Context: an optimization exercise on an open-source flow, tuned for a short achievable clock period, few clock cycles and low power. The choices shown serve that exercise and are no tape-out recipe. No functional check of the RTL was part of any run shown here. Power and IR drop assume default switching activity.

==> flow/design.v, too long to show whole: its modules and the start of the top module <==
// module mac_lane_sum: 1967 lines
// module mac_vector_engine: 764 lines
module mac_vector_engine (
  input logic clk,
  input logic reset_n,
  input logic start,
  input logic clear,
  input logic [9:0] vec_len,
  input logic signed [47:0] bias,
  input logic in_valid,
  input logic [35:0] in_a,
  input logic [35:0] in_b,
  input logic out_ready,
  output logic busy,
  output logic in_ready,
  output logic out_valid,
  output logic signed [17:0] out_data,
  output logic signed [47:0] out_acc,
  output logic acc_overflow
);
  // ...
==> flow/run.sh <==
#!/bin/bash
# synth_recipe.tcl (not shown) runs the flow's synth.tcl, then flattens the netlist and writes it again
# the make line also repeats each setting of config.mk as NAME=value (left out here)
make -C /OpenROAD-flow-scripts/flow DESIGN_CONFIG=/design/flow/config.mk WORK_HOME=/design/flow/orfs CLKGATE_MAP_FILE= SYNTH_SCRIPT=/design/flow/synth_recipe.tcl finish
==> flow/config.mk <==
export PLATFORM = sky130hd
export DESIGN_NAME = mac_vector_engine
export DESIGN_NICKNAME = mac_vector_engine
export VERILOG_FILES = /design/flow/design.v
export SDC_FILE = /design/flow/constraint.sdc
export NUM_CORES = 4
export LEC_CHECK = 0
export ABC_CLOCK_PERIOD_IN_PS = 2900
export CAP_MARGIN = 20
export CORE_MARGIN = 2
export CORE_UTILIZATION = 60
export CTS_BUF_LIST = sky130_fd_sc_hd__clkbuf_16
export CTS_CLUSTER_DIAMETER = 150
export CTS_CLUSTER_SIZE = 20
export SETUP_SLACK_MARGIN = 4.2
export SLEW_MARGIN = 20
==> flow/constraint.sdc <==
create_clock -name core_clock -period 7.0 [get_ports {clk}]
set_input_delay 1.4000 -clock core_clock [delete_from_list [all_inputs] [get_ports {clk}]]
set_output_delay 1.4000 -clock core_clock [all_outputs]
set_load 0.01 [all_outputs]
==> flow_summary.html, run 1 <==
<table>
<tr><th>Metric</th><th>Value</th></tr>
<tr><th colspan="2">Run status</th></tr>
<tr><td>Status</td><td>timing/DRC/antenna clean</td></tr>
<tr><th colspan="2">Timing</th></tr>
<tr><td>Slew Viols, Final</td><td>0</td></tr>
<tr><td>Relative slew margins</td><td>0.337</td></tr>
<tr><td>Period Utilization, post-route</td><td>0.439</td></tr>
<tr><td>Actual transition at the worst max-transition pin</td><td>0.995 ns</td></tr>
<tr><th colspan="2">Floorplan</th></tr>
<tr><td>Initial standard-cell utilization of the core</td><td>0.605</td></tr>
<tr><td>Row count</td><td>84</td></tr>
<tr><td>Die height</td><td>234 um</td></tr>
<tr><td>Die outline width</td><td>234 um</td></tr>
<tr><th colspan="2">Synth</th></tr>
<tr><td>Yosys reg bits</td><td>462</td></tr>
<tr><td>Most instantiated library cell after synthesis</td><td>dfxtp_1</td></tr>
<tr><td>Post-synth design cell area</td><td>31700 um^2</td></tr>
<tr><td>Multiplexer share of the synthesized area</td><td>0.0187</td></tr>
<tr><th colspan="2">Cells and area</th></tr>
<tr><td>Area taken by flip-flops and latches</td><td>10700 um^2</td></tr>
<tr><td>Fraction of layout cells with a size suffix above 1</td><td>0.121</td></tr>
<tr><td>Most common cell after layout, fill and taps aside</td><td>fa_1</td></tr>
<tr><td>Most frequent cells in the layout</td><td>fa_1, a22oi_1, dfxtp_1, inv_1, xor2_1</td></tr>
<tr><td>Number of non-clock inverters in the layout</td><td>247</td></tr>
<tr><td>NumNets Final</td><td>3814</td></tr>
<tr><th colspan="2">CTS</th></tr>
<tr><td>Clock-pin slew of the registers on the worst-case setup and hold paths</td><td>0.09 ns</td></tr>
<tr><td>Post-cts gate resize count</td><td>237</td></tr>
<tr><td>Clock Path Buffers</td><td>3</td></tr>
<tr><th colspan="2">Routing</th></tr>
<tr><td>Count of vias placed by the detailed router</td><td>23919</td></tr>
<tr><td>Wire length on met2</td><td>40800 um</td></tr>
<tr><td>Sum of routed wire segments on met1</td><td>37200 um</td></tr>
<tr><td>Number of search-and-repair iterations in the first detailed-routing pass</td><td>7</td></tr>
<tr><th colspan="2">Worst setup path</th></tr>
<tr><td>Worst endpoint required time</td><td>7.31 ns</td></tr>
<tr><td>Worst path buffer plus inverter count</td><td>1</td></tr>
<tr><td>Setup crit start kind</td><td>register</td></tr>
<tr><td>Critical Path Sink</td><td>acc0_q[14]</td></tr>
<tr><td>Endpoint of the most critical register-to-register path</td><td>acc0_q[14]</td></tr>
<tr><td>Series of cell instances along the critical path</td><td>fa_1 -&gt; ha_4 -&gt; inv_1 -&gt; nor2_1 -&gt; a221oi_2 -&gt; o21ai_2 -&gt; a221o_1 -&gt; a21oi_2 -&gt; xor2_2 -&gt; a311oi_2</td></tr>
<tr><th colspan="2">Place</th></tr>
<tr><td>Placed standard-cell area</td><td>33900 um^2</td></tr>
<tr><td>Final HPWL DP</td><td>60800 um</td></tr>
<tr><th colspan="2">Worst hold path</th></tr>
<tr><td>Hold endpoint</td><td>cd2_q[0][1]</td></tr>
<tr><th colspan="2">Pwr</th></tr>
<tr><td>Comb pwr</td><td>1.84 mW</td></tr>
<tr><th colspan="2">Global route</th></tr>
<tr><td>Met1 Track Usage GR</td><td>0.434</td></tr>
<tr><td>Overflow left after global routing</td><td>0</td></tr>
</table>
==> run 2: changes to the inputs <==
--- a/flow/design.v
+++ b/flow/design.v
@@ -2056,43 +2056,184 @@
       for (int i = 0; i < 9; i++) begin
         one_q[l*9+i] <= take && (in_b[l*18+2*i] ^ (i == 0 ? 1'b0 : in_b[l*18+2*i-1]));
         two_q[l*9+i] <= take && (i == 0 ? (in_b[l*18+1] & ~in_b[l*18])
                                : ((in_b[l*18+2*i+1] & ~in_b[l*18+2*i] & ~in_b[l*18+2*i-1]) |
                                   (~in_b[l*18+2*i+1] & in_b[l*18+2*i] & in_b[l*18+2*i-1])));
         neg_q[l*9+i] <= take && in_b[l*18+2*i+1];
       end
   end
-  logic [NST+2:0] vp_q, lp_q;
+  logic [NST+3:0] vp_q, lp_q;
   always_ff @(posedge clk or negedge reset_n) begin
     if (!reset_n) begin
       vp_q <= '0;
       lp_q <= '0;
     end else if (clear) begin
       vp_q <= '0;
       lp_q <= '0;
     end else begin
-      vp_q <= {vp_q[NST+2-1:0], take || pseudo};
-      lp_q <= {lp_q[NST+2-1:0], blast};
+      vp_q <= {vp_q[NST+3-1:0], take || pseudo};
+      lp_q <= {lp_q[NST+3-1:0], blast};
     end
   end
   wire [47:0] s_t, c_t;
   mac_lane_sum u_sum (.clk(clk), .v_i(rb_q), .a_i(a_q), .one_i(one_q), .two_i(two_q), .neg_i(neg_q), .s_o(s_t), .c_o(c_t));
   logic [47:0] res_q;
   logic ovf_q, rovf_q;
   logic [15:0] acc0_q;
   wire [15:0] x0 = acc0_q;
-  wire st0 = lp_q[NST+0], vb0 = vp_q[NST+0];
+  wire st0 = lp_q[NST+1], vb0 = vp_q[NST+1];
   assign st_c[0] = st0;
-  wire [15:0] s0 = s_t[15:0];
-  wire [15:0] c0 = c_t[15:0];
-  wire [15:0] p0 = x0 ^ s0 ^ c0;
-  wire [15:0] g0 = (x0 & s0) | (x0 & c0) | (s0 & c0);
-  wire [15:0] k0_p0 = p0 ^ {g0[14:0], 1'b0};
-  wire [15:0] k0_g0 = p0 & {g0[14:0], 1'b0};
+  wire [15:0] ps0 = s_t[15:0];
+  wire [15:0] pc0 = c_t[15:0];
+  wire [15:0] q0_p0 = ps0 ^ pc0;
+  wire [15:0] q0_g0 = ps0 & pc0;
+  wire [15:0] q0_G0 = {q0_g0[15:1], q0_g0[0] | (q0_p0[0] & 1'b0)};
+  wire [15:0] q0_P0 = q0_p0;
+  wire [15:0] q0_G1, q0_P1;
+  assign q0_G1[0] = q0_G0[0];
+  assign q0_P1[0] = q0_P0[0];
+  assign q0_G1[1] = q0_G0[1] | (q0_P0[1] & q0_G0[0]);
+  assign q0_P1[1] = q0_P0[1] & q0_P0[0];
+  assign q0_G1[2] = q0_G0[2] | (q0_P0[2] & q0_G0[1]);
+  assign q0_P1[2] = q0_P0[2] & q0_P0[1];
+  assign q0_G1[3] = q0_G0[3] | (q0_P0[3] & q0_G0[2]);
+  assign q0_P1[3] = q0_P0[3] & q0_P0[2];
+  assign q0_G1[4] = q0_G0[4] | (q0_P0[4] & q0_G0[3]);
+  assign q0_P1[4] = q0_P0[4] & q0_P0[3];
+  assign q0_G1[5] = q0_G0[5] | (q0_P0[5] & q0_G0[4]);
+  assign q0_P1[5] = q0_P0[5] & q0_P0[4];
+  assign q0_G1[6] = q0_G0[6] | (q0_P0[6] & q0_G0[5]);
+  assign q0_P1[6] = q0_P0[6] & q0_P0[5];
+  assign q0_G1[7] = q0_G0[7] | (q0_P0[7] & q0_G0[6]);
+  assign q0_P1[7] = q0_P0[7] & q0_P0[6];
+  assign q0_G1[8] = q0_G0[8] | (q0_P0[8] & q0_G0[7]);
+  assign q0_P1[8] = q0_P0[8] & q0_P0[7];
+  assign q0_G1[9] = q0_G0[9] | (q0_P0[9] & q0_G0[8]);
+  assign q0_P1[9] = q0_P0[9] & q0_P0[8];
+  assign q0_G1[10] = q0_G0[10] | (q0_P0[10] & q0_G0[9]);
+  assign q0_P1[10] = q0_P0[10] & q0_P0[9];
+  assign q0_G1[11] = q0_G0[11] | (q0_P0[11] & q0_G0[10]);
+  assign q0_P1[11] = q0_P0[11] & q0_P0[10];
+  assign q0_G1[12] = q0_G0[12] | (q0_P0[12] & q0_G0[11]);
+  assign q0_P1[12] = q0_P0[12] & q0_P0[11];
+  assign q0_G1[13] = q0_G0[13] | (q0_P0[13] & q0_G0[12]);
+  assign q0_P1[13] = q0_P0[13] & q0_P0[12];
+  assign q0_G1[14] = q0_G0[14] | (q0_P0[14] & q0_G0[13]);
+  assign q0_P1[14] = q0_P0[14] & q0_P0[13];
+  assign q0_G1[15] = q0_G0[15] | (q0_P0[15] & q0_G0[14]);
+  assign q0_P1[15] = q0_P0[15] & q0_P0[14];
+  wire [15:0] q0_G2, q0_P2;
+  assign q0_G2[0] = q0_G1[0];
+  assign q0_P2[0] = q0_P1[0];
+  assign q0_G2[1] = q0_G1[1];
+  assign q0_P2[1] = q0_P1[1];
+  assign q0_G2[2] = q0_G1[2] | (q0_P1[2] & q0_G1[0]);
+  assign q0_P2[2] = q0_P1[2] & q0_P1[0];
+  assign q0_G2[3] = q0_G1[3] | (q0_P1[3] & q0_G1[1]);
+  assign q0_P2[3] = q0_P1[3] & q0_P1[1];
+  assign q0_G2[4] = q0_G1[4] | (q0_P1[4] & q0_G1[2]);
+  assign q0_P2[4] = q0_P1[4] & q0_P1[2];
+  assign q0_G2[5] = q0_G1[5] | (q0_P1[5] & q0_G1[3]);
+  assign q0_P2[5] = q0_P1[5] & q0_P1[3];
+  assign q0_G2[6] = q0_G1[6] | (q0_P1[6] & q0_G1[4]);
+  assign q0_P2[6] = q0_P1[6] & q0_P1[4];
+  assign q0_G2[7] = q0_G1[7] | (q0_P1[7] & q0_G1[5]);
+  assign q0_P2[7] = q0_P1[7] & q0_P1[5];
+  assign q0_G2[8] = q0_G1[8] | (q0_P1[8] & q0_G1[6]);
+  assign q0_P2[8] = q0_P1[8] & q0_P1[6];
+  assign q0_G2[9] = q0_G1[9] | (q0_P1[9] & q0_G1[7]);
+  assign q0_P2[9] = q0_P1[9] & q0_P1[7];
+  assign q0_G2[10] = q0_G1[10] | (q0_P1[10] & q0_G1[8]);
+  assign q0_P2[10] = q0_P1[10] & q0_P1[8];
+  assign q0_G2[11] = q0_G1[11] | (q0_P1[11] & q0_G1[9]);
+  assign q0_P2[11] = q0_P1[11] & q0_P1[9];
+  assign q0_G2[12] = q0_G1[12] | (q0_P1[12] & q0_G1[10]);
+  assign q0_P2[12] = q0_P1[12] & q0_P1[10];
+  assign q0_G2[13] = q0_G1[13] | (q0_P1[13] & q0_G1[11]);
+  assign q0_P2[13] = q0_P1[13] & q0_P1[11];
+  assign q0_G2[14] = q0_G1[14] | (q0_P1[14] & q0_G1[12]);
+  assign q0_P2[14] = q0_P1[14] & q0_P1[12];
+  assign q0_G2[15] = q0_G1[15] | (q0_P1[15] & q0_G1[13]);
+  assign q0_P2[15] = q0_P1[15] & q0_P1[13];
+  wire [15:0] q0_G3, q0_P3;
+  assign q0_G3[0] = q0_G2[0];
+  assign q0_P3[0] = q0_P2[0];
+  assign q0_G3[1] = q0_G2[1];
+  assign q0_P3[1] = q0_P2[1];
+  assign q0_G3[2] = q0_G2[2];
+  assign q0_P3[2] = q0_P2[2];
+  assign q0_G3[3] = q0_G2[3];
+  assign q0_P3[3] = q0_P2[3];
+  assign q0_G3[4] = q0_G2[4] | (q0_P2[4] & q0_G2[0]);
+  assign q0_P3[4] = q0_P2[4] & q0_P2[0];
+  assign q0_G3[5] = q0_G2[5] | (q0_P2[5] & q0_G2[1]);
+  assign q0_P3[5] = q0_P2[5] & q0_P2[1];
+  assign q0_G3[6] = q0_G2[6] | (q0_P2[6] & q0_G2[2]);
+  assign q0_P3[6] = q0_P2[6] & q0_P2[2];
+  assign q0_G3[7] = q0_G2[7] | (q0_P2[7] & q0_G2[3]);
+  assign q0_P3[7] = q0_P2[7] & q0_P2[3];
+  assign q0_G3[8] = q0_G2[8] | (q0_P2[8] & q0_G2[4]);
+  assign q0_P3[8] = q0_P2[8] & q0_P2[4];
+  assign q0_G3[9] = q0_G2[9] | (q0_P2[9] & q0_G2[5]);
+  assign q0_P3[9] = q0_P2[9] & q0_P2[5];
+  assign q0_G3[10] = q0_G2[10] | (q0_P2[10] & q0_G2[6]);
+  assign q0_P3[10] = q0_P2[10] & q0_P2[6];
+  assign q0_G3[11] = q0_G2[11] | (q0_P2[11] & q0_G2[7]);
+  assign q0_P3[11] = q0_P2[11] & q0_P2[7];
+  assign q0_G3[12] = q0_G2[12] | (q0_P2[12] & q0_G2[8]);
+  assign q0_P3[12] = q0_P2[12] & q0_P2[8];
+  assign q0_G3[13] = q0_G2[13] | (q0_P2[13] & q0_G2[9]);
+  assign q0_P3[13] = q0_P2[13] & q0_P2[9];
+  assign q0_G3[14] = q0_G2[14] | (q0_P2[14] & q0_G2[10]);
+  assign q0_P3[14] = q0_P2[14] & q0_P2[10];
+  assign q0_G3[15] = q0_G2[15] | (q0_P2[15] & q0_G2[11]);
+  assign q0_P3[15] = q0_P2[15] & q0_P2[11];
+  wire [15:0] q0_G4, q0_P4;
+  assign q0_G4[0] = q0_G3[0];
+  assign q0_P4[0] = q0_P3[0];
+  assign q0_G4[1] = q0_G3[1];
+  assign q0_P4[1] = q0_P3[1];
+  assign q0_G4[2] = q0_G3[2];
+  assign q0_P4[2] = q0_P3[2];
+  assign q0_G4[3] = q0_G3[3];
+  assign q0_P4[3] = q0_P3[3];
+  assign q0_G4[4] = q0_G3[4];
+  assign q0_P4[4] = q0_P3[4];
+  assign q0_G4[5] = q0_G3[5];
+  assign q0_P4[5] = q0_P3[5];
+  assign q0_G4[6] = q0_G3[6];
+  assign q0_P4[6] = q0_P3[6];
+  assign q0_G4[7] = q0_G3[7];
+  assign q0_P4[7] = q0_P3[7];
+  assign q0_G4[8] = q0_G3[8] | (q0_P3[8] & q0_G3[0]);
+  assign q0_P4[8] = q0_P3[8] & q0_P3[0];
+  assign q0_G4[9] = q0_G3[9] | (q0_P3[9] & q0_G3[1]);
+  assign q0_P4[9] = q0_P3[9] & q0_P3[1];
+  assign q0_G4[10] = q0_G3[10] | (q0_P3[10] & q0_G3[2]);
+  assign q0_P4[10] = q0_P3[10] & q0_P3[2];
+  assign q0_G4[11] = q0_G3[11] | (q0_P3[11] & q0_G3[3]);
+  assign q0_P4[11] = q0_P3[11] & q0_P3[3];
+  assign q0_G4[12] = q0_G3[12] | (q0_P3[12] & q0_G3[4]);
+  assign q0_P4[12] = q0_P3[12] & q0_P3[4];
+  assign q0_G4[13] = q0_G3[13] | (q0_P3[13] & q0_G3[5]);
+  assign q0_P4[13] = q0_P3[13] & q0_P3[5];
+  assign q0_G4[14] = q0_G3[14] | (q0_P3[14] & q0_G3[6]);
+  assign q0_P4[14] = q0_P3[14] & q0_P3[6];
+  assign q0_G4[15] = q0_G3[15] | (q0_P3[15] & q0_G3[7]);
+  assign q0_P4[15] = q0_P3[15] & q0_P3[7];
+  wire [16:0] q0_y = {q0_G4[15], q0_p0 ^ {q0_G4[14:0], 1'b0}};
+  logic [15:0] pa0_q;
+  logic pco1_q;
+  always_ff @(posedge clk) begin
+    pa0_q <= q0_y[15:0];
+    pco1_q <= q0_y[16];
+  end
+  wire [15:0] k0_p0 = x0 ^ pa0_q;
+  wire [15:0] k0_g0 = x0 & pa0_q;
   wire [15:0] k0_G0 = {k0_g0[15:1], k0_g0[0] | (k0_p0[0] & 1'b0)};
   wire [15:0] k0_P0 = k0_p0;
   wire [15:0] k0_G1, k0_P1;
   assign k0_G1[0] = k0_G0[0];
   assign k0_P1[0] = k0_P0[0];
   assign k0_G1[1] = k0_G0[1] | (k0_P0[1] & k0_G0[0]);
   assign k0_P1[1] = k0_P0[1] & k0_P0[0];
   assign k0_G1[2] = k0_G0[2] | (k0_P0[2] & k0_G0[1]);
@@ -2218,34 +2359,39 @@
   assign k0_P4[12] = k0_P3[12] & k0_P3[4];
   assign k0_G4[13] = k0_G3[13] | (k0_P3[13] & k0_G3[5]);
   assign k0_P4[13] = k0_P3[13] & k0_P3[5];
   assign k0_G4[14] = k0_G3[14] | (k0_P3[14] & k0_G3[6]);
   assign k0_P4[14] = k0_P3[14] & k0_P3[6];
   assign k0_G4[15] = k0_G3[15] | (k0_P3[15] & k0_G3[7]);
   assign k0_P4[15] = k0_P3[15] & k0_P3[7];
   wire [16:0] k0_y = {k0_G4[15], k0_p0 ^ {k0_G4[14:0], 1'b0}};
-  wire cg1 = g0[15];   
   wire [16:0] y0 = k0_y;
   logic ca1_q;
   always_ff @(posedge clk) ca1_q <= y0[16];
   always_ff @(posedge clk) begin
     if (dl_c[0] || ho_c[0] || vb0)
       acc0_q <= dl_c[0] ? bias[15:0] : ho_c[0] ? res_q[15:0] : y0[15:0];
     if (st0 || hw_c[0]) res_q[15:0] <= st0 ? y0[15:0] : bias[15:0];
   end
   logic [15:0] acc1_q;
   wire [15:0] x1 = acc1_q;
-  wire st1 = lp_q[NST+1], vb1 = vp_q[NST+1];
+  wire st1 = lp_q[NST+2], vb1 = vp_q[NST+2];
   assign st_c[1] = st1;
-  wire [15:0] ps1 = s_t[31:16];
-  wire [15:0] pc1 = c_t[31:16];
-  wire [15:0] q1_p0 = ps1[15:0] ^ pc1[15:0];
-  wire [15:0] q1_g0 = ps1[15:0] & pc1[15:0];
-  wire [15:0] q1_G0 = {q1_g0[15:1], q1_g0[0] | (q1_p0[0] & cg1)};
+  logic [15:0] sd1_q [1];
+  logic [15:0] cd1_q [1];
+  always_ff @(posedge clk) begin
+    sd1_q[0] <= s_t[31:16];
+    cd1_q[0] <= c_t[31:16];
+  end
+  wire [15:0] ps1 = sd1_q[0];
+  wire [15:0] pc1 = cd1_q[0];
+  wire [15:0] q1_p0 = ps1 ^ pc1;
+  wire [15:0] q1_g0 = ps1 & pc1;
+  wire [15:0] q1_G0 = {q1_g0[15:1], q1_g0[0] | (q1_p0[0] & pco1_q)};
   wire [15:0] q1_P0 = q1_p0;
   wire [15:0] q1_G1, q1_P1;
   assign q1_G1[0] = q1_G0[0];
   assign q1_P1[0] = q1_P0[0];
   assign q1_G1[1] = q1_G0[1] | (q1_P0[1] & q1_G0[0]);
   assign q1_P1[1] = q1_P0[1] & q1_P0[0];
   assign q1_G1[2] = q1_G0[2] | (q1_P0[2] & q1_G0[1]);
   assign q1_P1[2] = q1_P0[2] & q1_P0[1];
@@ -2369,21 +2515,21 @@
   assign q1_G4[12] = q1_G3[12] | (q1_P3[12] & q1_G3[4]);
   assign q1_P4[12] = q1_P3[12] & q1_P3[4];
   assign q1_G4[13] = q1_G3[13] | (q1_P3[13] & q1_G3[5]);
   assign q1_P4[13] = q1_P3[13] & q1_P3[5];
   assign q1_G4[14] = q1_G3[14] | (q1_P3[14] & q1_G3[6]);
   assign q1_P4[14] = q1_P3[14] & q1_P3[6];
   assign q1_G4[15] = q1_G3[15] | (q1_P3[15] & q1_G3[7]);
   assign q1_P4[15] = q1_P3[15] & q1_P3[7];
-  wire [16:0] q1_y = {q1_G4[15], q1_p0 ^ {q1_G4[14:0], cg1}};
+  wire [16:0] q1_y = {q1_G4[15], q1_p0 ^ {q1_G4[14:0], pco1_q}};
   logic [15:0] pa1_q;
   logic pco2_q;
   always_ff @(posedge clk) begin
-    pa1_q <= vp_q[NST+0] ? q1_y[15:0] : '0;
+    pa1_q <= q1_y[15:0];
     pco2_q <= q1_y[16];
   end
   wire [15:0] k1_p0 = x1 ^ pa1_q;
   wire [15:0] k1_g0 = x1 & pa1_q;
   wire [15:0] k1_G0 = {k1_g0[15:1], k1_g0[0] | (k1_p0[0] & ca1_q)};
   wire [15:0] k1_P0 = k1_p0;
   wire [15:0] k1_G1, k1_P1;
   assign k1_G1[0] = k1_G0[0];
@@ -2523,70 +2669,171 @@
   always_ff @(posedge clk) ca2_q <= y1[16];
   always_ff @(posedge clk) begin
     if (dl_c[1] || ho_c[1] || vb1)
       acc1_q <= dl_c[1] ? bias[31:16] : ho_c[1] ? res_q[31:16] : y1[15:0];
     if (st1 || hw_c[1]) res_q[31:16] <= st1 ? y1[15:0] : bias[31:16];
   end
   logic [15:0] acc2_q;
   wire [15:0] x2 = acc2_q;
-  wire st2 = lp_q[NST+2], vb2 = vp_q[NST+2];
+  wire st2 = lp_q[NST+3], vb2 = vp_q[NST+3];
   assign st_c[2] = st2;
-  logic [15:0] sd2_q [1];
-  logic [15:0] cd2_q [1];
+  logic [15:0] sd2_q [2];
+  logic [15:0] cd2_q [2];
   always_ff @(posedge clk) begin
     sd2_q[0] <= s_t[47:32];
     cd2_q[0] <= c_t[47:32];
+    sd2_q[1] <= sd2_q[0];
+    cd2_q[1] <= cd2_q[0];
   end
-  wire [15:0] ps2 = sd2_q[0];
-  wire [15:0] pc2 = cd2_q[0];
-  wire [4:0] q2_p0 = ps2[4:0] ^ pc2[4:0];
-  wire [4:0] q2_g0 = ps2[4:0] & pc2[4:0];
-  wire [4:0] q2_G0 = {q2_g0[4:1], q2_g0[0] | (q2_p0[0] & pco2_q)};
-  wire [4:0] q2_P0 = q2_p0;
-  wire [4:0] q2_G1, q2_P1;
+  wire [15:0] ps2 = sd2_q[1];
+  wire [15:0] pc2 = cd2_q[1];
+  wire [15:0] q2_p0 = ps2 ^ pc2;
+  wire [15:0] q2_g0 = ps2 & pc2;
+  wire [15:0] q2_G0 = {q2_g0[15:1], q2_g0[0] | (q2_p0[0] & pco2_q)};
+  wire [15:0] q2_P0 = q2_p0;
+  wire [15:0] q2_G1, q2_P1;
   assign q2_G1[0] = q2_G0[0];
   assign q2_P1[0] = q2_P0[0];
   assign q2_G1[1] = q2_G0[1] | (q2_P0[1] & q2_G0[0]);
   assign q2_P1[1] = q2_P0[1] & q2_P0[0];
   assign q2_G1[2] = q2_G0[2] | (q2_P0[2] & q2_G0[1]);
   assign q2_P1[2] = q2_P0[2] & q2_P0[1];
   assign q2_G1[3] = q2_G0[3] | (q2_P0[3] & q2_G0[2]);
   assign q2_P1[3] = q2_P0[3] & q2_P0[2];
   assign q2_G1[4] = q2_G0[4] | (q2_P0[4] & q2_G0[3]);
   assign q2_P1[4] = q2_P0[4] & q2_P0[3];
-  wire [4:0] q2_G2, q2_P2;
+  assign q2_G1[5] = q2_G0[5] | (q2_P0[5] & q2_G0[4]);
+  assign q2_P1[5] = q2_P0[5] & q2_P0[4];
+  assign q2_G1[6] = q2_G0[6] | (q2_P0[6] & q2_G0[5]);
+  assign q2_P1[6] = q2_P0[6] & q2_P0[5];
+  assign q2_G1[7] = q2_G0[7] | (q2_P0[7] & q2_G0[6]);
+  assign q2_P1[7] = q2_P0[7] & q2_P0[6];
+  assign q2_G1[8] = q2_G0[8] | (q2_P0[8] & q2_G0[7]);
+  assign q2_P1[8] = q2_P0[8] & q2_P0[7];
+  assign q2_G1[9] = q2_G0[9] | (q2_P0[9] & q2_G0[8]);
+  assign q2_P1[9] = q2_P0[9] & q2_P0[8];
+  assign q2_G1[10] = q2_G0[10] | (q2_P0[10] & q2_G0[9]);
+  assign q2_P1[10] = q2_P0[10] & q2_P0[9];
+  assign q2_G1[11] = q2_G0[11] | (q2_P0[11] & q2_G0[10]);
+  assign q2_P1[11] = q2_P0[11] & q2_P0[10];
+  assign q2_G1[12] = q2_G0[12] | (q2_P0[12] & q2_G0[11]);
+  assign q2_P1[12] = q2_P0[12] & q2_P0[11];
+  assign q2_G1[13] = q2_G0[13] | (q2_P0[13] & q2_G0[12]);
+  assign q2_P1[13] = q2_P0[13] & q2_P0[12];
+  assign q2_G1[14] = q2_G0[14] | (q2_P0[14] & q2_G0[13]);
+  assign q2_P1[14] = q2_P0[14] & q2_P0[13];
+  assign q2_G1[15] = q2_G0[15] | (q2_P0[15] & q2_G0[14]);
+  assign q2_P1[15] = q2_P0[15] & q2_P0[14];
+  wire [15:0] q2_G2, q2_P2;
   assign q2_G2[0] = q2_G1[0];
   assign q2_P2[0] = q2_P1[0];
   assign q2_G2[1] = q2_G1[1];
   assign q2_P2[1] = q2_P1[1];
   assign q2_G2[2] = q2_G1[2] | (q2_P1[2] & q2_G1[0]);
   assign q2_P2[2] = q2_P1[2] & q2_P1[0];
   assign q2_G2[3] = q2_G1[3] | (q2_P1[3] & q2_G1[1]);
   assign q2_P2[3] = q2_P1[3] & q2_P1[1];
   assign q2_G2[4] = q2_G1[4] | (q2_P1[4] & q2_G1[2]);
   assign q2_P2[4] = q2_P1[4] & q2_P1[2];
-  wire [4:0] q2_G3, q2_P3;
+  assign q2_G2[5] = q2_G1[5] | (q2_P1[5] & q2_G1[3]);
+  assign q2_P2[5] = q2_P1[5] & q2_P1[3];
+  assign q2_G2[6] = q2_G1[6] | (q2_P1[6] & q2_G1[4]);
+  assign q2_P2[6] = q2_P1[6] & q2_P1[4];
+  assign q2_G2[7] = q2_G1[7] | (q2_P1[7] & q2_G1[5]);
+  assign q2_P2[7] = q2_P1[7] & q2_P1[5];
+  assign q2_G2[8] = q2_G1[8] | (q2_P1[8] & q2_G1[6]);
+  assign q2_P2[8] = q2_P1[8] & q2_P1[6];
+  assign q2_G2[9] = q2_G1[9] | (q2_P1[9] & q2_G1[7]);
+  assign q2_P2[9] = q2_P1[9] & q2_P1[7];
+  assign q2_G2[10] = q2_G1[10] | (q2_P1[10] & q2_G1[8]);
+  assign q2_P2[10] = q2_P1[10] & q2_P1[8];
+  assign q2_G2[11] = q2_G1[11] | (q2_P1[11] & q2_G1[9]);
+  assign q2_P2[11] = q2_P1[11] & q2_P1[9];
+  assign q2_G2[12] = q2_G1[12] | (q2_P1[12] & q2_G1[10]);
+  assign q2_P2[12] = q2_P1[12] & q2_P1[10];
+  assign q2_G2[13] = q2_G1[13] | (q2_P1[13] & q2_G1[11]);
+  assign q2_P2[13] = q2_P1[13] & q2_P1[11];
+  assign q2_G2[14] = q2_G1[14] | (q2_P1[14] & q2_G1[12]);
+  assign q2_P2[14] = q2_P1[14] & q2_P1[12];
+  assign q2_G2[15] = q2_G1[15] | (q2_P1[15] & q2_G1[13]);
+  assign q2_P2[15] = q2_P1[15] & q2_P1[13];
+  wire [15:0] q2_G3, q2_P3;
   assign q2_G3[0] = q2_G2[0];
   assign q2_P3[0] = q2_P2[0];
   assign q2_G3[1] = q2_G2[1];
   assign q2_P3[1] = q2_P2[1];
   assign q2_G3[2] = q2_G2[2];
   assign q2_P3[2] = q2_P2[2];
   assign q2_G3[3] = q2_G2[3];
   assign q2_P3[3] = q2_P2[3];
   assign q2_G3[4] = q2_G2[4] | (q2_P2[4] & q2_G2[0]);
   assign q2_P3[4] = q2_P2[4] & q2_P2[0];
-  wire [5:0] q2_y = {q2_G3[4], q2_p0 ^ {q2_G3[3:0], pco2_q}};
-  logic [4:0] pa2_q;
+  assign q2_G3[5] = q2_G2[5] | (q2_P2[5] & q2_G2[1]);
+  assign q2_P3[5] = q2_P2[5] & q2_P2[1];
+  assign q2_G3[6] = q2_G2[6] | (q2_P2[6] & q2_G2[2]);
+  assign q2_P3[6] = q2_P2[6] & q2_P2[2];
+  assign q2_G3[7] = q2_G2[7] | (q2_P2[7] & q2_G2[3]);
+  assign q2_P3[7] = q2_P2[7] & q2_P2[3];
+  assign q2_G3[8] = q2_G2[8] | (q2_P2[8] & q2_G2[4]);
+  assign q2_P3[8] = q2_P2[8] & q2_P2[4];
+  assign q2_G3[9] = q2_G2[9] | (q2_P2[9] & q2_G2[5]);
+  assign q2_P3[9] = q2_P2[9] & q2_P2[5];
+  assign q2_G3[10] = q2_G2[10] | (q2_P2[10] & q2_G2[6]);
+  assign q2_P3[10] = q2_P2[10] & q2_P2[6];
+  assign q2_G3[11] = q2_G2[11] | (q2_P2[11] & q2_G2[7]);
+  assign q2_P3[11] = q2_P2[11] & q2_P2[7];
+  assign q2_G3[12] = q2_G2[12] | (q2_P2[12] & q2_G2[8]);
+  assign q2_P3[12] = q2_P2[12] & q2_P2[8];
+  assign q2_G3[13] = q2_G2[13] | (q2_P2[13] & q2_G2[9]);
+  assign q2_P3[13] = q2_P2[13] & q2_P2[9];
+  assign q2_G3[14] = q2_G2[14] | (q2_P2[14] & q2_G2[10]);
+  assign q2_P3[14] = q2_P2[14] & q2_P2[10];
+  assign q2_G3[15] = q2_G2[15] | (q2_P2[15] & q2_G2[11]);
+  assign q2_P3[15] = q2_P2[15] & q2_P2[11];
+  wire [15:0] q2_G4, q2_P4;
+  assign q2_G4[0] = q2_G3[0];
+  assign q2_P4[0] = q2_P3[0];
+  assign q2_G4[1] = q2_G3[1];
+  assign q2_P4[1] = q2_P3[1];
+  assign q2_G4[2] = q2_G3[2];
+  assign q2_P4[2] = q2_P3[2];
+  assign q2_G4[3] = q2_G3[3];
+  assign q2_P4[3] = q2_P3[3];
+  assign q2_G4[4] = q2_G3[4];
+  assign q2_P4[4] = q2_P3[4];
+  assign q2_G4[5] = q2_G3[5];
+  assign q2_P4[5] = q2_P3[5];
+  assign q2_G4[6] = q2_G3[6];
+  assign q2_P4[6] = q2_P3[6];
+  assign q2_G4[7] = q2_G3[7];
+  assign q2_P4[7] = q2_P3[7];
+  assign q2_G4[8] = q2_G3[8] | (q2_P3[8] & q2_G3[0]);
+  assign q2_P4[8] = q2_P3[8] & q2_P3[0];
+  assign q2_G4[9] = q2_G3[9] | (q2_P3[9] & q2_G3[1]);
+  assign q2_P4[9] = q2_P3[9] & q2_P3[1];
+  assign q2_G4[10] = q2_G3[10] | (q2_P3[10] & q2_G3[2]);
+  assign q2_P4[10] = q2_P3[10] & q2_P3[2];
+  assign q2_G4[11] = q2_G3[11] | (q2_P3[11] & q2_G3[3]);
+  assign q2_P4[11] = q2_P3[11] & q2_P3[3];
+  assign q2_G4[12] = q2_G3[12] | (q2_P3[12] & q2_G3[4]);
+  assign q2_P4[12] = q2_P3[12] & q2_P3[4];
+  assign q2_G4[13] = q2_G3[13] | (q2_P3[13] & q2_G3[5]);
+  assign q2_P4[13] = q2_P3[13] & q2_P3[5];
+  assign q2_G4[14] = q2_G3[14] | (q2_P3[14] & q2_G3[6]);
+  assign q2_P4[14] = q2_P3[14] & q2_P3[6];
+  assign q2_G4[15] = q2_G3[15] | (q2_P3[15] & q2_G3[7]);
+  assign q2_P4[15] = q2_P3[15] & q2_P3[7];
+  wire [16:0] q2_y = {q2_G4[15], q2_p0 ^ {q2_G4[14:0], pco2_q}};
+  logic [15:0] pa2_q;
   always_ff @(posedge clk) begin
-    pa2_q <= vp_q[NST+1] ? q2_y[4:0] : '0;
+    pa2_q <= q2_y[15:0];
   end
-  wire [15:0] k2_p0 = x2 ^ {{11{pa2_q[4]}}, pa2_q};
-  wire [15:0] k2_g0 = x2 & {{11{pa2_q[4]}}, pa2_q};
+  wire [15:0] k2_p0 = x2 ^ pa2_q;
+  wire [15:0] k2_g0 = x2 & pa2_q;
   wire [15:0] k2_G0 = {k2_g0[15:1], k2_g0[0] | (k2_p0[0] & ca2_q)};
   wire [15:0] k2_P0 = k2_p0;
   wire [15:0] k2_G1, k2_P1;
   assign k2_G1[0] = k2_G0[0];
   assign k2_P1[0] = k2_P0[0];
   assign k2_G1[1] = k2_G0[1] | (k2_P0[1] & k2_G0[0]);
   assign k2_P1[1] = k2_P0[1] & k2_P0[0];
   assign k2_G1[2] = k2_G0[2] | (k2_P0[2] & k2_G0[1]);
--- a/flow/config.mk
+++ b/flow/config.mk
@@ -5,12 +5,12 @@
 export SDC_FILE = /design/flow/constraint.sdc
 export NUM_CORES = 4
 export LEC_CHECK = 0
 export ABC_CLOCK_PERIOD_IN_PS = 2900
 export CAP_MARGIN = 20
 export CORE_MARGIN = 2
 export CORE_UTILIZATION = 60
 export CTS_BUF_LIST = sky130_fd_sc_hd__clkbuf_16
-export CTS_CLUSTER_DIAMETER = 150
-export CTS_CLUSTER_SIZE = 20
+export CTS_CLUSTER_DIAMETER = 70
+export CTS_CLUSTER_SIZE = 40
 export SETUP_SLACK_MARGIN = 4.2
 export SLEW_MARGIN = 20
==> run 2 against run 1 <==
  * Non-clock buffer count fell by 53
  * Area after synthesis up 6.1%
  * Hold slack better by 0.014 ns
  * Register-to-register slack better by 0.26 ns
  * Count of clock-buffer cells in the layout rose by 10
  * Synthesized cell count is 5.7% higher
  * Highest routed layer unchanged
==> flow_summary.html, run 2 <==
<table>
<tr><th>Metric</th><th>Value</th></tr>
<tr><th colspan="2">Synth</th></tr>
<tr><td>Top-area cell type share of the netlist area</td><td>0.231 (was 0.204)</td></tr>
<tr><td>Cell variety after synth</td><td>65 (was 60)</td></tr>
<tr><td>Synthesized area per cell</td><td>10.0 um^2 (about the same)</td></tr>
<tr><td>Cell type with the largest total area after synthesis</td><td>dfxtp_1 (unchanged)</td></tr>
<tr><td>Register area share after synthesis</td><td>0.351 (was 0.330)</td></tr>
<tr><td>Synth top cells by count</td><td>dfxtp_1, a22oi_1, fa_1 (unchanged)</td></tr>
<tr><td>Most instantiated library cell after synthesis</td><td>dfxtp_1 (unchanged)</td></tr>
<tr><td>Net count after synthesis</td><td>3892 (was 3711)</td></tr>
<tr><td>Count of mapped cells out of synthesis</td><td>3355 (was 3175)</td></tr>
<tr><td>Synth warn</td><td>6 (was 4)</td></tr>
<tr><td>Synthesized-area fraction occupied by ao, oa, aoi and oai cells</td><td>0.131 (was 0.130)</td></tr>
<tr><td>Adder and majority gate portion of the synthesized area</td><td>0.214 (was 0.230)</td></tr>
<tr><td>Multiplexer share of the synthesized area</td><td>0.0174 (was 0.0187)</td></tr>
<tr><td>Post-synthesis share of cell area spent on xor and xnor gates</td><td>0.110 (was 0.113)</td></tr>
<tr><td>Largest family of logic cells by synthesized area</td><td>adder cells (unchanged)</td></tr>
<tr><td>Fraction of synthesis flops using an asynchronous set or reset pin</td><td>0.0643 (was 0.0693)</td></tr>
<tr><td>Yosys reg bits</td><td>529 (was 462)</td></tr>
<tr><td>Count of flip-flops with a built-in enable after synthesis</td><td>107 (unchanged)</td></tr>
<tr><td>Primary FF master, synth</td><td>dfxtp_1 (unchanged)</td></tr>
<tr><td>Post-synth design cell area</td><td>33700 um^2 (was 31700 um^2)</td></tr>
<tr><td>Cells taking the most area after synthesis</td><td>dfxtp_1, fa_1, edfxtp_1 (unchanged)</td></tr>
<tr><td>Basic-gate share of the synthesized area counting and, or, nand and nor cells</td><td>0.114 (was 0.116)</td></tr>
<tr><th colspan="2">Timing</th></tr>
<tr><td>Period Utilization, post-route</td><td>0.402 (was 0.439)</td></tr>
<tr><td>Actual transition at the worst max-transition pin</td><td>1.00 ns (was 0.995 ns)</td></tr>
<tr><td>Final Hold Slack</td><td>0.337 ns (was 0.323 ns)</td></tr>
<tr><td>Number of hold-slack violations in the final timing report</td><td>0 (unchanged)</td></tr>
<tr><td>Final setup fails</td><td>0 (unchanged)</td></tr>
<tr><td>Relative slew margins</td><td>0.333 (was 0.337)</td></tr>
<tr><td>Setup TNS</td><td>0 ns (unchanged)</td></tr>
<tr><td>Max Clk Rate</td><td>0.355 GHz (was 0.326 GHz)</td></tr>
<tr><td>Clock period minus final worst setup slack</td><td>2.81 ns (was 3.07 ns)</td></tr>
<tr><td>Skew final</td><td>0.0427 ns (was 0.0410 ns)</td></tr>
<tr><td>Setup repair after global routing missed its margin</td><td>yes (unchanged)</td></tr>
<tr><td>Slew Viols, Final</td><td>0 (unchanged)</td></tr>
<tr><th colspan="2">Pwr</th></tr>
<tr><td>IR Drop Worst-Case VDD</td><td>245 uV (was 179 uV)</td></tr>
<tr><td>Power per unit of standard cell area</td><td>216 nW/um^2 (was 181 nW/um^2)</td></tr>
<tr><td>Final Total Pwr</td><td>8.24 mW (was 6.58 mW)</td></tr>
<tr><td>Leakage power total</td><td>15.0 nW (was 14.3 nW)</td></tr>
<tr><th colspan="2">Cells and area</th></tr>
<tr><td>Largest registers</td><td>u_sum.t1_q: 133 flops, u_sum.t2_q: 65 flops, res_q: 48 flops (unchanged)</td></tr>
<tr><td>Final std cell area, no fill</td><td>38200 um^2 (was 36400 um^2)</td></tr>
<tr><td>Most common cell after layout, fill and taps aside</td><td>dfxtp_1 (was fa_1)</td></tr>
<tr><td>Core Util, Final</td><td>0.691 (was 0.693)</td></tr>
<tr><td>NumNets Final</td><td>3942 (was 3814)</td></tr>
<tr><td>Synth-to-Final Area Change</td><td>13.4% (was 14.6%)</td></tr>
<tr><td>Fraction of layout cells with a size suffix above 1</td><td>0.0904 (was 0.121)</td></tr>
<tr><td>Most frequent cells in the layout</td><td>dfxtp_1, a22oi_1, fa_1, inv_1, xor2_1 (was fa_1, a22oi_1, dfxtp_1, inv_1, xor2_1)</td></tr>
<tr><td>Flip-flop count of the largest register after layout</td><td>133 (unchanged)</td></tr>
<tr><td>Most flops, register</td><td>u_sum.t1_q (unchanged)</td></tr>
<tr><th colspan="2">Worst setup path</th></tr>
<tr><td>Number of cell instances on the worst register-to-register path</td><td>8 (was 10)</td></tr>
<tr><td>Critical path fanouts, max</td><td>10 (was 3)</td></tr>
<tr><td>Worst endpoint required time</td><td>7.49 ns (was 7.31 ns)</td></tr>
<tr><td>Critical Path AT</td><td>3.31 ns (was 3.38 ns)</td></tr>
<tr><td>Type of the setup path with the least slack</td><td>register to register (unchanged)</td></tr>
<tr><td>Setup crit start kind</td><td>register (unchanged)</td></tr>
<tr><td>Sort of element at the end of the critical path</td><td>register (unchanged)</td></tr>
<tr><th colspan="2">Global route</th></tr>
<tr><td>Number of global-route vias before repair</td><td>25138 (was 23943)</td></tr>
<tr><td>Overflow left after global routing</td><td>0 (unchanged)</td></tr>
<tr><td>Antenna violations before repair</td><td>0 (was 1)</td></tr>
<tr><td>Total global-route track usage</td><td>0.311 (was 0.317)</td></tr>
<tr><td>Pin count of the biggest net entering global routing</td><td>135 (unchanged)</td></tr>
<tr><td>First-pass GRT wire length</td><td>140000 um (was 134000 um)</td></tr>
<tr><th colspan="2">Worst hold path</th></tr>
<tr><td>Hold Crit Class</td><td>register to register (unchanged)</td></tr>
<tr><td>Worst Hold Path Cells</td><td>0 (unchanged)</td></tr>
<tr><th colspan="2">Routing</th></tr>
<tr><td>Post-route DRC violation count</td><td>0 (unchanged)</td></tr>
<tr><td>Post-route ant nets</td><td>0 (unchanged)</td></tr>
<tr><td>Number of search-and-repair iterations in the first detailed-routing pass</td><td>7 (unchanged)</td></tr>
<tr><td>Count of vias placed by the detailed router</td><td>25055 (was 23919)</td></tr>
<tr><td>Post-DR vias/cell</td><td>5.99 (was 6.01)</td></tr>
<tr><td>Initial DRC count</td><td>2652 (was 2592)</td></tr>
<tr><td>Final routed wire length divided by cell count</td><td>21.9 um (was 22.7 um)</td></tr>
<tr><td>Final routed wirelength across all metal layers</td><td>91500 um (was 90200 um)</td></tr>
<tr><th colspan="2">CTS</th></tr>
<tr><td>Clock-pin slew of the registers on the worst-case setup and hold paths</td><td>0.11 ns (was 0.09 ns)</td></tr>
<tr><td>Number of CTS-inserted buffers</td><td>35 (was 27)</td></tr>
<tr><td>Clock tree root driver cell</td><td>clkbuf_16 (unchanged)</td></tr>
<tr><td>CTS tree</td><td>yes (unchanged)</td></tr>
<tr><td>Level count of the clock H-tree</td><td>2 (was 1)</td></tr>
<tr><td>Clock Path Buffers</td><td>3 (unchanged)</td></tr>
<tr><td>Clock latency at the later pin of the worst-skew pair</td><td>0.59 ns (was 0.62 ns)</td></tr>
<tr><td>CTS sink cnt</td><td>529 (was 462)</td></tr>
<tr><th colspan="2">Floorplan</th></tr>
<tr><td>Die outline width</td><td>241 um (was 234 um)</td></tr>
<tr><td>Total die area</td><td>58100 um^2 (was 54800 um^2)</td></tr>
<tr><td>Row count</td><td>86 (was 84)</td></tr>
<tr><td>Floorplan Core Area</td><td>55300 um^2 (was 52400 um^2)</td></tr>
<tr><td>Number of top-level pins</td><td>206 (unchanged)</td></tr>
<tr><td>Initial standard-cell utilization of the core</td><td>0.609 (was 0.605)</td></tr>
<tr><td>Die height</td><td>241 um (was 234 um)</td></tr>
<tr><th colspan="2">Run status</th></tr>
<tr><td>Status</td><td>timing/DRC/antenna clean (unchanged)</td></tr>
<tr><th colspan="2">Place</th></tr>
<tr><td>Port Buffers</td><td>205 (unchanged)</td></tr>
<tr><td>Final HPWL DP</td><td>62300 um (was 60800 um)</td></tr>
<tr><td>Last weighted congestion value of the routability-driven placer</td><td>0.927 (was 0.921)</td></tr>
<tr><td>Placed standard-cell area</td><td>35800 um^2 (was 33900 um^2)</td></tr>
<tr><th colspan="2">Job</th></tr>
<tr><td>Number of max-capacitance violations reported</td><td>0 (unchanged)</td></tr>
</table>
## run 2: cell count changes after synthesis, sizes merged, moves of 9 or more
cell | previous run | this run
dfxtp | 323 | 388
o21ai | 79 | 99
nand2 | 150 | 169
a21oi | 130 | 113
xor2 | 234 | 249
inv | 246 | 259
clkbuf | 198 | 210
ha | 96 | 108
and2 | 91 | 80
fa | 304 | 293
nor2 | 162 | 171
o211ai | 1 | 10
## run 2: final timing paths
kind,to,start,slack [ns]
setup reg to reg,u_sum.t1_q[78],one_q[6],4.19
hold reg to reg,cd1_q[0][2],u_sum.t2_q[32],0.34
setup / recovery,u_sum.t1_q[78],one_q[6],4.19
min in group asynchronous,hb_q[0],reset_n,0.88
hold / removal,cd1_q[0][2],u_sum.t2_q[32],0.34
max in group asynchronous,ir_q,reset_n,5.56
## run 2: final cells by class
| type | count | area [um^2] |
|---|---|---|
| tap | 748 | 936 |
| inverter | 259 | 976 |
| clock inverter | 26 | 512 |
| multi-input combinational | 2287 | 19900 |
| timing repair inverter | 2 | 15.0 |
| clock buffer | 37 | 926 |
| antenna | 1 | 2.50 |
| sequential | 529 | 12100 |
| timing repair buffer | 291 | 2810 |
| fill | 4298 | 17100 |
## run 2: report_power, final
| group | switching, mW | internal (mW) |
|---|---|---|
| clock | 1.34 | 1.12 |
| sequential | 0.256 | 3.40 |
| combinational | 1.21 | 0.931 |
| total | 2.80 | 5.44 |
## run 2: through the flow
| stage | setup slack (ns) | cells |
|---|---|---|
| after floorplan | 4.14 | 3355 |
| after global placement | 2.85 | 4058 |
| after detailed placement | 2.76 | 4058 |
| after CTS | 4.13 | 4147 |
| after global routing | 4.12 | 4179 |
| final | 4.19 | 4180 |
## run 2: worst max-delay path, stage by stage (launching register included)
cell and delay (ns):
dfxtp_4 0.43, buf_6 0.19, buf_4 0.15, a22oi_1 0.20, xor2_1 0.21, fa_1 0.49, fa_1 0.46, fa_1 0.54
nor2b_1 0.06
## run 2: logic make-up after synthesis
family	Yosys count
simple gates	755
compound gates	654
buf+inv	539
flops	529
xor+xnor	423
fa+ha+maj	401
mux	54
## run 2: routing by layer
layer | global-route usage | wire length [um] | up-vias
met4 | 0.128 | 3770 | 0
met3 | 0.0681 | 9350 | 295
met1 | 0.429 | 37900 | 12114
li1 | - | - | 11233
met2 | 0.480 | 40500 | 1413
met5 | 0 | 0 | -
## run 2: what timing repair did
item,4_1_cts,5_1_grt
setup buffers,23,30
pin swaps,1,12
gates cloned,3,2
resized for setup,211,79
hold buffers,0,0
endpoints found under the setup margin,222,123

## static timing again, ports no longer ideal
In the flow no input, the clock included, has a driving cell. The finished layouts below were timed again as built, in two steps.
Step 1 (the two cells are an assumption about what drives the block):
set clk [get_ports {clk}]
set_driving_cell -lib_cell sky130_fd_sc_hd__clkbuf_16 $clk
set_driving_cell -lib_cell sky130_fd_sc_hd__buf_2 [delete_from_list [all_inputs] $clk]
Step 2 times the ports against the registers' clock, not the clock port: input delays grow and output delays shrink by t, the midpoint of the rising clock arrivals with the driver on.
Three values: no drivers, after step 1, after step 2; two values: the first two.
| run | t (ns) | setup WS [ns] | hold WS [ns] |
|---|---|---|---|
| run 1 | 0.665 | 3.929 / 3.929 / 3.605 | 0.323 / 0.323 / 0.323 |
| run 2 | 0.631 | 4.185 / 4.129 / 3.635 | 0.337 / 0.337 / 0.337 |
After both steps every run listed still meets setup and hold. For run 2, which loses most, drivers alone change the setup slack by -0.056 ns; drivers and shift together by -0.550 ns.
